Context: an optimization exercise on an open-source flow, tuned for small area, a short achievable clock period and few clock cycles. The choices shown serve that exercise and are no tape-out recipe. Only simulation tests tie the RTL to the original design; equivalence was not proved. Power and IR drop assume default switching activity.

== wip/xenon ==
// sorted_insert_task_priority_queue
module sorted_insert_task_priority_queue #(
   parameter int TABLE_DEPTH = 16
) (
   input  logic        clock,
   input  logic        reset,
   input  logic        req_tvalid,
   output logic        req_tready,
   input  logic [47:0] req_tdata,
   output logic        rsp_tvalid,
   input  logic        rsp_tready,
   output logic [71:0] rsp_tdata,
   output logic        rsp_tlast,
   input  logic        csr_wen,
   input  logic        csr_wdata
);
Size in the first run: ~7100 cells after synthesis, roughly 130 I/O pins, about 91000 sq um of cells after synthesis.
make LEC_CHECK=0 ABC_CLOCK_PERIOD_IN_PS=3000 CAP_MARGIN=20 CORE_MARGIN=2 CORE_UTILIZATION=40 SETUP_SLACK_MARGIN=5 SLEW_MARGIN=20 finish   # period 9.0 ns
run.sh (not shown) runs the stock make flow with config.mk's settings and CLKGATE_MAP_FILE= SYNTH_SCRIPT=/design/flow/synth_recipe.tcl, a recipe that flattens the netlist after the stock synthesis.
Having completed the whole flow, wip/xenon delivered a layout that passed the timing, DRC and antenna checks.
Testbench counts of wip/xenon, summed over its fixed seeds: cycles 7,467.
Here is what was changed in the inputs of wip/willow compared with wip/xenon.
--- a/flow/design.v
+++ b/flow/design.v
@@ -187,25 +187,26 @@
    output logic        rsp_tlast,
    input  logic        csr_wen,
    input  logic        csr_wdata
 );
    localparam int EW = stpq_pkg::ENTRY_W;    
    logic                 order_ff;
    logic [4:0]           count_ff;
    logic [15:0][3:0]     perm;
    logic [15:0][EW-1:0]  tbl;
    logic        a_valid;
    logic [1:0]  a_mode;
    logic [7:0]  a_id;
-   logic [9:0]  a_w;
+   logic [9:0]  a_d, a_w;
+   logic [11:0] a_h;
    logic [10:0] a_a;
    logic [12:0] a_b;
    logic [3:0]  a_lw;
    logic [4:0]  a_lab;
    logic        u_valid;
    logic        u_sent;    
    logic [22:0] u_score;
    logic [7:0]  u_id;
    logic [9:0]  u_d, u_w;
    logic [11:0] u_h;
    logic [15:0] u_ah;      
    logic [3:0]  s_ptr;
@@ -224,25 +225,25 @@
    logic [3:1]  div_q_lt;
    logic        div_m_next;
    stpq_divider #(.NV(2)) u_div (
       .clock     (clock),
       .reset     (reset),
       .in_valid  (div_in_valid),
       .in_ready  (div_in_ready),
       .in_a      (a_a),
       .in_b      (a_b),
       .in_w      (a_w),
       .in_lw     (a_lw),
       .in_lab    (a_lab),
-      .in_tag    ({12'(a_b - 13'd10), a_w, 10'(a_a - 11'd1), a_id}),
+      .in_tag    ({a_h, a_w, a_d, a_id}),
       .out_valid (div_out_valid),
       .out_free  (!u_valid || u_sent || u_go),
       .out_q     (div_q),
       .out_tag   (div_tag),
       .out_q_hi  (div_q_hi),
       .out_q_lo  (div_q_lo),
       .out_q_lt  (div_q_lt),
       .m_valid_next (div_m_next)
    );
    localparam int QD = 6;
    localparam logic [1:0] Q_INS = 2'd0, Q_RD = 2'd1, Q_CLR = 2'd2;
    logic [QD-1:0][1:0] q_kind;
@@ -277,27 +278,24 @@
       endcase
    end
    assign q_push      = a_valid && a_go && (a_mode != stpq_pkg::MODE_NOP);
    assign q_push_kind = a_mode;     
    logic       ready_ff, a_valid_n;
    logic [1:0] a_mode_n;
    logic [3:0] q_cnt_n;
    assign req_tready = ready_ff;
    assign accept     = req_tvalid && req_tready;
    assign a_valid_n  = accept || (a_valid && !a_go);
    assign a_mode_n   = accept ? req_tdata[1:0] : a_mode;
    assign q_cnt_n    = q_cnt + 4'(q_push) - 4'(q_pop);
-   logic q_full_n;
-   assign q_full_n   = (q_cnt == 4'(QD) && !(q_pop && !q_push)) ||
-                       (q_cnt == 4'(QD - 1) && q_push && !q_pop);
    logic [15:0] ah_phys, ah_log, pre;
    logic        full;
    assign full = count_ff[4];
    function automatic logic lo_gt(input logic [1:0] e, input logic [3:1] q_lt);
       unique case (e)
          2'd0:    lo_gt = 1'b0;
          2'd1:    lo_gt = q_lt[1];
          2'd2:    lo_gt = q_lt[2];
          default: lo_gt = q_lt[3];
       endcase
    endfunction
    logic ah_u;
@@ -315,62 +313,59 @@
          ah_phys[j] = order_ff ? (tbl[j][40:31] < div_tag[17:8])
                                : (gt_hi || (eq_hi && gt_lo));
          if (u_valid && !full && count_ff[3:0] == 4'(j)) ah_phys[j] = ah_u;
       end
       for (int i = 0; i < 16; i++)
          ah_log[i] = (5'(i) < count_ff) && u_ah[perm[i]];
       pre[0] = 1'b1;
       for (int i = 1; i < 16; i++) pre[i] = pre[i-1] && ah_log[i-1];
    end
    logic [EW-1:0] u_entry;
    assign u_entry = {u_h, u_w, u_d, u_score, u_id};
    logic [EW-1:0] s_entry;
-   logic [15:0]   s_sel;
-   always_comb begin
-      s_sel   = 16'd1 << perm[s_ptr];
-      s_entry = '0;
-      for (int j = 0; j < 16; j++) s_entry = s_entry | (tbl[j] & {EW{s_sel[j]}});
-   end
+   assign s_entry = tbl[perm[s_ptr]];
    always_ff @(posedge clock) begin
       if (reset) begin
          order_ff <= 1'b0;
          count_ff <= 5'd0;
          a_valid  <= 1'b0;
          u_valid  <= 1'b0;
          u_sent   <= 1'b0;
          o_valid  <= 1'b0;
          q_cnt    <= 4'd0;
          ready_ff <= 1'b1;
          s_ptr    <= 4'd0;
       end else begin
          if (csr_wen) order_ff <= csr_wdata;
          if (accept)    a_valid <= 1'b1;
          else if (a_go) a_valid <= 1'b0;
          if (div_out_valid)       u_valid <= 1'b1;
          else if (u_go || u_sent) u_valid <= 1'b0;
          u_sent <= dir_go;
          q_cnt <= q_cnt_n;
          ready_ff <= !a_valid_n || (a_mode_n == stpq_pkg::MODE_NOP) ||
-                     (!q_full_n &&
+                     (q_cnt_n != 4'(QD) &&
                       (a_mode_n != stpq_pkg::MODE_INSERT || !div_m_next));
          if (s_go) s_ptr <= s_last ? 4'd0 : s_ptr + 4'd1;
          if (u_go || dir_go || s_go || clr_go) o_valid <= 1'b1;
          else if (rsp_tready)        o_valid <= 1'b0;
          if (clr_go)             count_ff <= 5'd0;
          else if (upd)           count_ff <= count_ff + 5'd1;
       end
       if (accept) begin
          a_mode <= req_tdata[1:0];
          a_id   <= req_tdata[9:2];
+         a_d    <= req_tdata[19:10];
          a_w    <= req_tdata[29:20];
+         a_h    <= req_tdata[41:30];
          a_a    <= 11'(req_tdata[19:10]) + 11'd1;
          a_b    <= 13'(req_tdata[41:30]) + 13'd10;
          a_lw   <= blen(13'(req_tdata[29:20]));
          a_lab  <= 5'(blen(13'(req_tdata[19:10]) + 13'd1)) +
                    5'(blen(13'(req_tdata[41:30]) + 13'd10));
       end
       if (div_out_valid) begin
          u_score <= div_q;
          u_ah    <= ah_phys;
          {u_h, u_w, u_d, u_id} <= div_tag;
       end
       for (int j = 0; j < 16; j++)
## What came out
- wip/willow carries more flip-flops than wip/xenon.
- Higher cell-internal power among wip/willow and wip/xenon: wip/willow
- Looking at termination of the worst setup path, the o_data[46] result is from wip/willow; the u_div.v_d3[22] one comes from wip/xenon.
- Compared with wip/xenon, wip/willow shows setup slack higher by 150 ps.
- Per the comparison of wip/willow with wip/xenon, non-clock buffer count fell about 30%, proportion of power drawn by combinational gates picked up an extra 5.5 points.
Testbench counts of wip/willow, summed over its fixed seeds: cycles 7,467.

[port drivers added, routing unchanged]
In the flow no input, the clock included, has a driving cell. The finished layouts below were timed again as built, in two steps. Step 1, drivers: a clkbuf_16 drives clock and a buf_2 each remaining input, both assumed. Step 2 adds t to the input delays and takes it off the output delays; t is the mean of the earliest and latest rising clock arrival at the registers after step 1. Input paths then give back, and output paths get back, about the clock's delay inside the block. Three values: ideal ports, drivers, drivers and shift; two values: the first two.
run | shift t [ns] | setup slack, ns | hold slack, ns | worst setup path at the end | latest minus earliest clock arrival (ns)
wip/xenon | 0.940 | 4.832 / 4.832 / 4.215 | 0.403 / 0.403 / 0.403 | input to register | 0.084 / 0.084
wip/willow | 0.915 | 4.982 / 4.982 / 4.239 | 0.415 / 0.415 / 0.415 | input to register | 0.037 / 0.037
After both steps setup and hold are still met in every run listed. The setup slack of wip/willow, which loses most, moves by 0.000 ns with the drivers and by -0.743 ns with both steps.
